Source: an optimization exercise on an open RTL-to-GDS flow (aim: small area). Production flows keep margins and buffers that such runs may drop. The RTL was checked by simulation tests, not by an equivalence proof against the original design. Power is estimated from default activity; no workload was simulated.

==> 10-26: inputs <==
// exe_apb_alu_top
module exe_apb_alu_top (
    input  logic                   i_clk,
    input  logic                   i_reset,
    input  logic [8-1:0] paddr,
    input  logic                   psel,
    input  logic                   penable,
    input  logic                   pwrite,
    input  logic [32-1:0] pwdata,
    output logic [32-1:0] prdata,
    output logic                   pready,
    output logic                   pslverr
);
==> flow/config.mk <==
export PLATFORM = sky130hd
export DESIGN_NAME = exe_apb_alu_top
export DESIGN_NICKNAME = exe_apb_alu_top
export VERILOG_FILES = /design/flow/design.v
export SDC_FILE = /design/flow/constraint.sdc
export NUM_CORES = 4
export LEC_CHECK = 0
export CAP_MARGIN = 10
export CORE_MARGIN = 2
export CORE_UTILIZATION = 40
export GPL_TIMING_DRIVEN = 1
export SLEW_MARGIN = 10
==> flow/constraint.sdc <==
create_clock -name core_clock -period 6.0 [get_ports {i_clk}]
set_input_delay 1.2000 -clock core_clock [delete_from_list [all_inputs] [get_ports {i_clk}]]
set_output_delay 1.2000 -clock core_clock [all_outputs]
set_load 0.01 [all_outputs]
standard.sh (not shown) runs the stock make flow with config.mk's settings and CLKGATE_MAP_FILE= SYNTH_SCRIPT=/design/flow/synth_recipe.tcl, a recipe that flattens the netlist after the stock synthesis.
==> flow/flow/run.sh <==
#!/bin/bash
# The standard layout (standard.sh), with these changes:
#  - ABC maps with flow/abc.script in place of ORFS's speed script (the rest
#    of synthesis is the standard flow's own synth_recipe.tcl, so registers keep their names);
#  - the port buffers are the smallest buffer, buf_1, rather than the delay
#    buffer buffer_ports picks by default (every port still gets one);
#  - CTS uses clkbuf_8 and inserts no dummy load cells.
# Each tool's output goes to synth.log and layout.log here, and ORFS's own
# per-step logs under orfs/logs.
set -euo pipefail
here=$PWD
rm -rf "$here/scripts_mod"
cp -r "$FLOW_HOME/scripts" "$here/scripts_mod"
cp "$here/flow/abc.script" "$here/scripts_mod/abc_speed.script"
sed "s#^make -C #make SCRIPTS_DIR=$here/scripts_mod -C #" standard.sh > standard_mod.sh
grep -q "SCRIPTS_DIR=" standard_mod.sh
export BUFFER_PORTS_ARGS="-buffer_cell sky130_fd_sc_hd__buf_1"
export CTS_ARGS="-sink_clustering_enable -repair_clock_nets -dont_use_dummy_load -buf_list sky130_fd_sc_hd__clkbuf_8"
bash standard_mod.sh synth > synth.log 2>&1
bash standard_mod.sh > layout.log 2>&1
==> flow/flow/abc.script <==
strash
&get -n
&nf
&put
stime -p
==> 07-05: changes against 10-26 <==
--- a/flow/design.v
+++ b/flow/design.v
@@ -154,15 +154,15 @@
     assign fill  = (i_pass_op == 5'h06) & i_a[W-1];
     assign en[0] = i_first & i_pass_sh[0];
     assign en[1] = i_first ? i_pass_sh[1] : i_pass_sh[2];
     assign en[2] = i_first ? i_pass_sh[3] : i_pass_sh[4];
     assign en_l  = en & {3{p_sll}};
     assign en_r  = en & {3{~p_sll}};
     always_comb begin
-        x = i_first ? i_a : i_res;
+        x = i_res;
         st[0] = x;
         for (int k = 0; k < 3; k++) begin
             for (int i = 0; i < W; i++) begin
                 st[k+1][i] = ~en[k] & st[k][i];
                 if (i + ((k == 2) ? 8 : k + 1) < W)
                     st[k+1][i] = st[k+1][i] | (en_r[k] & st[k][i + ((k == 2) ? 8 : k + 1)]);
                 else
@@ -197,15 +197,15 @@
     output logic                   pready,
     output logic                   pslverr,
     output logic [32-1:0] o_a,
     output logic [32-1:0] o_b,
     output logic [4:0]             o_op,
     output logic                   o_ld_res,
     output logic                   o_ld_flg,
-    output logic [32-1:0] o_res,
+    output logic [32-1:0] o_res,       
     output logic                   o_first,
     output logic                   o_launch,
     output logic [4:0]             o_pass_op,
     output logic [4:0]             o_pass_sh,
     input  logic [32-1:0] i_result,
     input  logic [3:0]             i_flags
 );
@@ -234,41 +234,40 @@
     assign rw_ok = base_ok & ~idx[2];
     assign ro    = s_res | s_flg;
     assign bad   = ~(rw_ok | ro) | (ro & pwrite);
     assign wr    = access & pwrite & rw_ok;
     assign rd    = access & ~pwrite & (rw_ok | ro);
     assign pready  = access;
     assign pslverr = access & bad;
-    logic         rd_rs2_q, rd_imm_q;
+    logic ld_ctrl;
+    assign ld_ctrl = ~i_reset & wr & s_ctrl;
+    logic first;
+    assign first = psel & ~penable & pwrite & s_ctrl & ~i_reset;
     logic         sel_rs2, sel_imm, b_off;
     logic [W-1:0] b_sel;
     always_ff @(posedge i_clk) begin
-        rd_rs2_q <= ~i_reset & psel & ~penable & ~pwrite & s_rs2;
-        rd_imm_q <= ~i_reset & psel & ~penable & ~pwrite & s_imm;
+        sel_rs2 <= ~i_reset & (ld_ctrl ? ~pwdata[8] : (psel & ~penable & ~pwrite & s_rs2));
+        sel_imm <= ~i_reset & (ld_ctrl ?  pwdata[8] : (psel & ~penable & ~pwrite & s_imm));
     end
-    assign sel_rs2 = launch_q ? ~src_q : rd_rs2_q;
-    assign sel_imm = launch_q ?  src_q : rd_imm_q;
     assign b_sel   = ({W{sel_rs2}} & rs2_q) | ({W{sel_imm}} & imm_q);
     assign b_off   = launch_q | ~access;
+    logic [W-1:0] m_sel;
+    assign m_sel = (first | (rd & s_rs1)) ? rs1_q : result_q;
     always_comb begin
-        prdata = ({W{rd & s_rs1}} & rs1_q)
-               | ({W{~b_off}} & b_sel)
-               | ({W{rd & s_res}} & result_q);
+        prdata = ({W{rd & (s_rs1 | s_res)}} & m_sel)
+               | ({W{~b_off}} & b_sel);
         prdata[4:0] = prdata[4:0] | ({5{rd & s_ctrl}} & op_q);
         prdata[8] = prdata[8] | (rd & s_ctrl & src_q);
         prdata[3:0] = prdata[3:0] | ({4{rd & s_flg}} & flags_q);
     end
-    logic first;
-    assign first = psel & ~penable & pwrite & s_ctrl & ~i_reset;
-    logic ld_rs1, ld_rs2, ld_imm, ld_ctrl, ld_res, ld_flg;
+    logic ld_rs1, ld_rs2, ld_imm, ld_res, ld_flg;
     logic kp_rs1, kp_rs2, kp_imm, kp_ctrl, kp_res, kp_flg;
     assign ld_rs1  = ~i_reset & wr & s_rs1;
     assign ld_rs2  = ~i_reset & wr & s_rs2;
     assign ld_imm  = ~i_reset & wr & s_imm;
-    assign ld_ctrl = ~i_reset & wr & s_ctrl;
     assign kp_rs1  = ~i_reset & ~(wr & s_rs1);
     assign kp_rs2  = ~i_reset & ~(wr & s_rs2);
     assign kp_imm  = ~i_reset & ~(wr & s_imm);
     assign kp_ctrl = ~i_reset & ~(wr & s_ctrl);
     assign ld_res  = ~i_reset & (first | (wr & s_ctrl) | launch_q);
     assign kp_res  = ~i_reset & ~(first | (wr & s_ctrl) | launch_q);
     assign ld_flg  = ~i_reset & launch_q;
@@ -286,15 +285,15 @@
     logic src_x, fin;
     assign fin       = launch_q & ~first;
     assign src_x     = fin ? src_q : pwdata[8];
     assign o_pass_op = fin ? op_q : pwdata[4:0];
     assign o_pass_sh = src_x ? imm_q[4:0] : rs2_q[4:0];
     assign o_first   = first;
     assign o_launch  = launch_q;
-    assign o_res     = result_q;
+    assign o_res     = m_sel;
     assign o_a    = rs1_q;
     assign o_b    = b_sel;
     assign o_op   = op_q;
     assign o_ld_res = ld_res;
     assign o_ld_flg = ld_flg;
 endmodule
 `timescale 1ns/1ps
==> flow/flow/run.sh (replaced) <==
#!/bin/bash
# The standard layout (standard.sh), with these changes:
#  - no full-adder extraction before ABC (ADDER_MAP_FILE empty), and ABC
#    maps with flow/abc.script in place of ORFS's speed script (the rest
#    of synthesis is the standard flow's own synth_recipe.tcl, so registers keep their names);
#  - the port buffers are the smallest buffer, buf_1, rather than the delay
#    buffer buffer_ports picks by default (every port still gets one);
set -euo pipefail
here=$PWD
rm -rf "$here/scripts_mod"
cp -r "$FLOW_HOME/scripts" "$here/scripts_mod"
cp "$here/flow/abc.script" "$here/scripts_mod/abc_speed.script"
sed "s#^make -C #make SCRIPTS_DIR=$here/scripts_mod -C #" standard.sh > standard_mod.sh
grep -q "SCRIPTS_DIR=" standard_mod.sh
export ADDER_MAP_FILE=
export BUFFER_PORTS_ARGS="-buffer_cell sky130_fd_sc_hd__buf_1"
export CTS_ARGS="-sink_clustering_enable -repair_clock_nets -dont_use_dummy_load -buf_list sky130_fd_sc_hd__buf_6"
bash standard_mod.sh synth > synth.log 2>&1
bash standard_mod.sh > layout.log 2>&1
==> flow/config.mk (replaced) <==
export PLATFORM = sky130hd
export DESIGN_NAME = exe_apb_alu_top
export DESIGN_NICKNAME = exe_apb_alu_top
export VERILOG_FILES = /design/flow/design.v
export SDC_FILE = /design/flow/constraint.sdc
export NUM_CORES = 4
export LEC_CHECK = 0
export CAP_MARGIN = 10
export CORE_MARGIN = 2
export CORE_UTILIZATION = 50
export GPL_TIMING_DRIVEN = 1
export SLEW_MARGIN = 10
==> 07-14: changes against 10-26 <==
--- a/flow/design.v
+++ b/flow/design.v
@@ -94,16 +94,15 @@
     assign o_c32 = cout[W-1];
 endmodule
 `timescale 1ns/1ps
 module exe_alu (
     input  logic [32-1:0] i_a,
     input  logic [32-1:0] i_b,
     input  logic [4:0]             i_op,
-    input  logic                   i_ld_res,    
-    input  logic                   i_ld_flg,    
+    input  logic                   i_kill,
     input  logic [32-1:0] i_res,       
     input  logic                   i_first,     
     input  logic                   i_launch,    
     input  logic [4:0]             i_pass_op,
     input  logic [4:0]             i_pass_sh,
     output logic [32-1:0] o_result,
     output logic [3:0]             o_flags     
@@ -126,18 +125,18 @@
         .o_c31 (c31),
         .o_c32 (c32)
     );
     assign n = sum[W-1];
     assign z = ~|sum;
     assign c = c32;
     assign v = c31 ^ c32;
-    assign o_flags = {n, z, c, v} & {4{i_ld_flg}};
+    assign o_flags = {n, z, c, v} & {4{~i_kill}};
     logic live;
     logic e_sum, e_and, e_or, e_xor, e_sll, e_srl, e_sra, e_slt, e_sltu;
-    assign live   = i_ld_res;
+    assign live   = ~i_kill;
     logic lv;
     assign lv     = live & i_launch & ~i_first;
     assign e_sum  = lv & (i_op[3:0] == 4'h0);     
     assign e_and  = lv & (i_op == 5'h01);
     assign e_or   = lv & (i_op == 5'h02);
     assign e_xor  = lv & (i_op == 5'h03);
     assign e_sll  = lv & (i_op == 5'h04);
@@ -195,16 +194,15 @@
     input  logic [32-1:0] pwdata,
     output logic [32-1:0] prdata,
     output logic                   pready,
     output logic                   pslverr,
     output logic [32-1:0] o_a,
     output logic [32-1:0] o_b,
     output logic [4:0]             o_op,
-    output logic                   o_ld_res,
-    output logic                   o_ld_flg,
+    output logic                   o_kill,
     output logic [32-1:0] o_res,
     output logic                   o_first,
     output logic                   o_launch,
     output logic [4:0]             o_pass_op,
     output logic [4:0]             o_pass_sh,
     input  logic [32-1:0] i_result,
     input  logic [3:0]             i_flags
@@ -253,53 +251,42 @@
         prdata = ({W{rd & s_rs1}} & rs1_q)
                | ({W{~b_off}} & b_sel)
                | ({W{rd & s_res}} & result_q);
         prdata[4:0] = prdata[4:0] | ({5{rd & s_ctrl}} & op_q);
         prdata[8] = prdata[8] | (rd & s_ctrl & src_q);
         prdata[3:0] = prdata[3:0] | ({4{rd & s_flg}} & flags_q);
     end
-    logic first;
-    assign first = psel & ~penable & pwrite & s_ctrl & ~i_reset;
-    logic ld_rs1, ld_rs2, ld_imm, ld_ctrl, ld_res, ld_flg;
-    logic kp_rs1, kp_rs2, kp_imm, kp_ctrl, kp_res, kp_flg;
-    assign ld_rs1  = ~i_reset & wr & s_rs1;
-    assign ld_rs2  = ~i_reset & wr & s_rs2;
-    assign ld_imm  = ~i_reset & wr & s_imm;
-    assign ld_ctrl = ~i_reset & wr & s_ctrl;
-    assign kp_rs1  = ~i_reset & ~(wr & s_rs1);
-    assign kp_rs2  = ~i_reset & ~(wr & s_rs2);
-    assign kp_imm  = ~i_reset & ~(wr & s_imm);
-    assign kp_ctrl = ~i_reset & ~(wr & s_ctrl);
-    assign ld_res  = ~i_reset & (first | (wr & s_ctrl) | launch_q);
-    assign kp_res  = ~i_reset & ~(first | (wr & s_ctrl) | launch_q);
-    assign ld_flg  = ~i_reset & launch_q;
-    assign kp_flg  = ~i_reset & ~launch_q;
+    logic [W-1:0] wd;
+    assign wd = pwdata & {W{~i_reset}};
     always_ff @(posedge i_clk) begin
-        rs1_q    <= ({W{ld_rs1}} & pwdata) | ({W{kp_rs1}} & rs1_q);
-        rs2_q    <= ({W{ld_rs2}} & pwdata) | ({W{kp_rs2}} & rs2_q);
-        imm_q    <= ({W{ld_imm}} & pwdata) | ({W{kp_imm}} & imm_q);
-        op_q     <= ({5{ld_ctrl}} & pwdata[4:0]) | ({5{kp_ctrl}} & op_q);
-        src_q    <= (ld_ctrl & pwdata[8]) | (kp_ctrl & src_q);
-        launch_q <= ld_ctrl;
-        flags_q  <= i_flags | ({4{kp_flg}} & flags_q);
-        result_q <= i_result | ({W{kp_res}} & result_q);
+        if (i_reset | (wr & s_rs1)) rs1_q <= wd;
+        if (i_reset | (wr & s_rs2)) rs2_q <= wd;
+        if (i_reset | (wr & s_imm)) imm_q <= wd;
+        if (i_reset | (wr & s_ctrl)) begin
+            op_q  <= wd[4:0];
+            src_q <= wd[8];
+        end
+        launch_q <= ~i_reset & wr & s_ctrl;
+        if (i_reset | launch_q) flags_q <= i_flags;
+        if (i_reset | first | (wr & s_ctrl) | launch_q) result_q <= i_result;
     end
+    logic first;
+    assign first = psel & ~penable & pwrite & s_ctrl & ~i_reset;
     logic src_x, fin;
     assign fin       = launch_q & ~first;
     assign src_x     = fin ? src_q : pwdata[8];
     assign o_pass_op = fin ? op_q : pwdata[4:0];
     assign o_pass_sh = src_x ? imm_q[4:0] : rs2_q[4:0];
     assign o_first   = first;
     assign o_launch  = launch_q;
     assign o_res     = result_q;
     assign o_a    = rs1_q;
     assign o_b    = b_sel;
     assign o_op   = op_q;
-    assign o_ld_res = ld_res;
-    assign o_ld_flg = ld_flg;
+    assign o_kill = i_reset;
 endmodule
 `timescale 1ns/1ps
 module exe_apb_alu (
     input  logic                   i_clk,
     input  logic                   i_reset,
     input  logic [8-1:0] paddr,
     input  logic                   psel,
@@ -308,15 +295,15 @@
     input  logic [32-1:0] pwdata,
     output logic [32-1:0] prdata,
     output logic                   pready,
     output logic                   pslverr
 );
     logic [32-1:0] alu_a, alu_b, alu_result;
     logic [4:0]             alu_op;
-    logic                   alu_ld_res, alu_ld_flg;
+    logic                   alu_kill;
     logic [3:0]             alu_flags;
     logic [32-1:0] res_q;
     logic                   first, launch;
     logic [4:0]             pass_op, pass_sh;
     exe_apb_regs i_regs (
         .i_clk    (i_clk),
         .i_reset  (i_reset),
@@ -327,30 +314,28 @@
         .pwdata   (pwdata),
         .prdata   (prdata),
         .pready   (pready),
         .pslverr  (pslverr),
         .o_a      (alu_a),
         .o_b      (alu_b),
         .o_op     (alu_op),
-        .o_ld_res (alu_ld_res),
-        .o_ld_flg (alu_ld_flg),
+        .o_kill   (alu_kill),
         .o_res    (res_q),
         .o_first  (first),
         .o_launch (launch),
         .o_pass_op(pass_op),
         .o_pass_sh(pass_sh),
         .i_result (alu_result),
         .i_flags  (alu_flags)
     );
     exe_alu i_alu (
         .i_a      (alu_a),
         .i_b      (alu_b),
         .i_op     (alu_op),
-        .i_ld_res (alu_ld_res),
-        .i_ld_flg (alu_ld_flg),
+        .i_kill   (alu_kill),
         .i_res    (res_q),
         .i_first  (first),
         .i_launch (launch),
         .i_pass_op(pass_op),
         .i_pass_sh(pass_sh),
         .o_result (alu_result),
         .o_flags  (alu_flags)
==> flow/flow/abc.script (replaced) <==
strash
&get -n
&fraig -x
&put
scorr
dc2
strash
&get -n
&dch -f
&nf -D 3000
&put
buffer
upsize -D 3000
dnsize -D 3000
stime -p
==> 03-09: changes against 10-26 <==
--- a/flow/design.v
+++ b/flow/design.v
@@ -154,15 +154,15 @@
     assign fill  = (i_pass_op == 5'h06) & i_a[W-1];
     assign en[0] = i_first & i_pass_sh[0];
     assign en[1] = i_first ? i_pass_sh[1] : i_pass_sh[2];
     assign en[2] = i_first ? i_pass_sh[3] : i_pass_sh[4];
     assign en_l  = en & {3{p_sll}};
     assign en_r  = en & {3{~p_sll}};
     always_comb begin
-        x = i_first ? i_a : i_res;
+        x = i_res;
         st[0] = x;
         for (int k = 0; k < 3; k++) begin
             for (int i = 0; i < W; i++) begin
                 st[k+1][i] = ~en[k] & st[k][i];
                 if (i + ((k == 2) ? 8 : k + 1) < W)
                     st[k+1][i] = st[k+1][i] | (en_r[k] & st[k][i + ((k == 2) ? 8 : k + 1)]);
                 else
@@ -197,15 +197,15 @@
     output logic                   pready,
     output logic                   pslverr,
     output logic [32-1:0] o_a,
     output logic [32-1:0] o_b,
     output logic [4:0]             o_op,
     output logic                   o_ld_res,
     output logic                   o_ld_flg,
-    output logic [32-1:0] o_res,
+    output logic [32-1:0] o_res,       
     output logic                   o_first,
     output logic                   o_launch,
     output logic [4:0]             o_pass_op,
     output logic [4:0]             o_pass_sh,
     input  logic [32-1:0] i_result,
     input  logic [3:0]             i_flags
 );
@@ -234,41 +234,40 @@
     assign rw_ok = base_ok & ~idx[2];
     assign ro    = s_res | s_flg;
     assign bad   = ~(rw_ok | ro) | (ro & pwrite);
     assign wr    = access & pwrite & rw_ok;
     assign rd    = access & ~pwrite & (rw_ok | ro);
     assign pready  = access;
     assign pslverr = access & bad;
-    logic         rd_rs2_q, rd_imm_q;
+    logic ld_ctrl;
+    assign ld_ctrl = ~i_reset & wr & s_ctrl;
+    logic first;
+    assign first = psel & ~penable & pwrite & s_ctrl & ~i_reset;
     logic         sel_rs2, sel_imm, b_off;
     logic [W-1:0] b_sel;
     always_ff @(posedge i_clk) begin
-        rd_rs2_q <= ~i_reset & psel & ~penable & ~pwrite & s_rs2;
-        rd_imm_q <= ~i_reset & psel & ~penable & ~pwrite & s_imm;
+        sel_rs2 <= ~i_reset & (ld_ctrl ? ~pwdata[8] : (psel & ~penable & ~pwrite & s_rs2));
+        sel_imm <= ~i_reset & (ld_ctrl ?  pwdata[8] : (psel & ~penable & ~pwrite & s_imm));
     end
-    assign sel_rs2 = launch_q ? ~src_q : rd_rs2_q;
-    assign sel_imm = launch_q ?  src_q : rd_imm_q;
     assign b_sel   = ({W{sel_rs2}} & rs2_q) | ({W{sel_imm}} & imm_q);
     assign b_off   = launch_q | ~access;
+    logic [W-1:0] m_sel;
+    assign m_sel = (first | (rd & s_rs1)) ? rs1_q : result_q;
     always_comb begin
-        prdata = ({W{rd & s_rs1}} & rs1_q)
-               | ({W{~b_off}} & b_sel)
-               | ({W{rd & s_res}} & result_q);
+        prdata = ({W{rd & (s_rs1 | s_res)}} & m_sel)
+               | ({W{~b_off}} & b_sel);
         prdata[4:0] = prdata[4:0] | ({5{rd & s_ctrl}} & op_q);
         prdata[8] = prdata[8] | (rd & s_ctrl & src_q);
         prdata[3:0] = prdata[3:0] | ({4{rd & s_flg}} & flags_q);
     end
-    logic first;
-    assign first = psel & ~penable & pwrite & s_ctrl & ~i_reset;
-    logic ld_rs1, ld_rs2, ld_imm, ld_ctrl, ld_res, ld_flg;
+    logic ld_rs1, ld_rs2, ld_imm, ld_res, ld_flg;
     logic kp_rs1, kp_rs2, kp_imm, kp_ctrl, kp_res, kp_flg;
     assign ld_rs1  = ~i_reset & wr & s_rs1;
     assign ld_rs2  = ~i_reset & wr & s_rs2;
     assign ld_imm  = ~i_reset & wr & s_imm;
-    assign ld_ctrl = ~i_reset & wr & s_ctrl;
     assign kp_rs1  = ~i_reset & ~(wr & s_rs1);
     assign kp_rs2  = ~i_reset & ~(wr & s_rs2);
     assign kp_imm  = ~i_reset & ~(wr & s_imm);
     assign kp_ctrl = ~i_reset & ~(wr & s_ctrl);
     assign ld_res  = ~i_reset & (first | (wr & s_ctrl) | launch_q);
     assign kp_res  = ~i_reset & ~(first | (wr & s_ctrl) | launch_q);
     assign ld_flg  = ~i_reset & launch_q;
@@ -286,15 +285,15 @@
     logic src_x, fin;
     assign fin       = launch_q & ~first;
     assign src_x     = fin ? src_q : pwdata[8];
     assign o_pass_op = fin ? op_q : pwdata[4:0];
     assign o_pass_sh = src_x ? imm_q[4:0] : rs2_q[4:0];
     assign o_first   = first;
     assign o_launch  = launch_q;
-    assign o_res     = result_q;
+    assign o_res     = m_sel;
     assign o_a    = rs1_q;
     assign o_b    = b_sel;
     assign o_op   = op_q;
     assign o_ld_res = ld_res;
     assign o_ld_flg = ld_flg;
 endmodule
 `timescale 1ns/1ps
==> notes.md <==
- Routed wire length: 10-26 > 07-14 > 07-05 > 03-09.
- Sequential power is about the same in 03-09 and 10-26.
- Against 03-09, the hold slack of 10-26 is higher by 24 ps.
- Synthesized cell count: 03-09 is smaller than 07-05 (4.1%).
- Final cell count: 10-26 > 03-09 > 07-14 > 07-05.
- Clock skew: 07-14 > 07-05 > 10-26 > 03-09.
- Die area, lowest first: 07-05, 03-09, 10-26, 07-14.
- Power: 07-05 < 03-09 < 10-26 < 07-14.
- First-iteration DRC count: 10-26 is larger than 07-14 (about 40%).
==> figures <==
| quantity | 03-09 | 10-26 | 07-14 | 07-05 |
|---|---|---|---|---|
| Total half-perimeter wirelength after legalization and detailed placement | 21.1 mm | 22.9 mm | 22.3 mm | 21.2 mm |
| Hold slack final | 451 ps | 474 ps | 790 ps | 457 ps |
| DR vias/cell | 6.66 | 6.74 | 6.20 | 6.84 |
| Clock root buffer | sky130_fd_sc_hd__clkbuf_8 | sky130_fd_sc_hd__clkbuf_8 | sky130_fd_sc_hd__clkbuf_8 | sky130_fd_sc_hd__buf_6 |
| Post-synthesis cell count | 913 | 952 | 908 | 952 |
| Multi-input logic cell count | 748 | 785 | 670 | 800 |
| Startpoint of the worst setup timing path | paddr[7] | i_core.i_regs.launch_q | i_core.i_regs.launch_q | paddr[7] |
| Sequential standard cell area | 2840 sq um | 2840 sq um | 4220 sq um | 2840 sq um |
| Power attributed to the clock group | 584 uW | 592 uW | 571 uW | 565 uW |
| Placement row count | 53 | 54 | 56 | 48 |
| Clk cell area share | 2.35% | 2.30% | 2.17% | 1.97% |
| Type of element capturing the critical path | output port | register | register | output port |
| Share of final-layout standard cells stronger than drive strength 1 | 6.79% | 7.18% | 11.1% | 6.35% |
| Synthesized Nets | 1006 | 1045 | 1001 | 997 |
| CP Data Required Time | 4800 ps | 6410 ps | 6240 ps | 4800 ps |
| Run status | no timing/DRC/antenna violations | no timing/DRC/antenna violations | no timing/DRC/antenna violations | no timing/DRC/antenna violations |
| CP endpoint | prdata[1] | i_core.i_regs.flags_q[2] | i_core.i_regs.flags_q[2] | prdata[8] |
| Avg Inst Size Synth | 9.53 sq um | 9.39 sq um | 10.5 sq um | 9.06 sq um |
| Critical Path Most Common Cell | sky130_fd_sc_hd__buf_1 | sky130_fd_sc_hd__nor2_1 | - | sky130_fd_sc_hd__buf_1 |

afterwards: timing with drivers on the ports:
No port has a modelled driver above. Below, the same layouts with a new extraction and two added sets of constraints.
Step 1: set_driving_cell puts a clkbuf_16 on i_clk and a buf_2 on each other input, an assumption about the parent block.
Step 2 times the ports against the registers' clock, not the clock port: input delays grow and output delays shrink by t, the midpoint of the rising clock arrivals with the driver on.
Slacks: no drivers / after step 1 / after step 2; pairs: no drivers / after step 1.
run	t, ns	slack for setup (ns)	latest minus earliest clock arrival (ns)
10-26	0.496	0.538 / 0.538 / 0.511	0.025 / 0.025
07-05	0.471	0.702 / 0.681 / 0.391	0.028 / 0.028
07-14	0.473	0.252 / 0.252 / 0.252	0.029 / 0.030
03-09	0.490	0.806 / 0.786 / 0.663	0.025 / 0.025
After both steps setup and hold are still met in every run listed. For 07-05, which loses most, drivers alone change the setup slack by -0.021 ns; drivers and shift together by -0.311 ns.
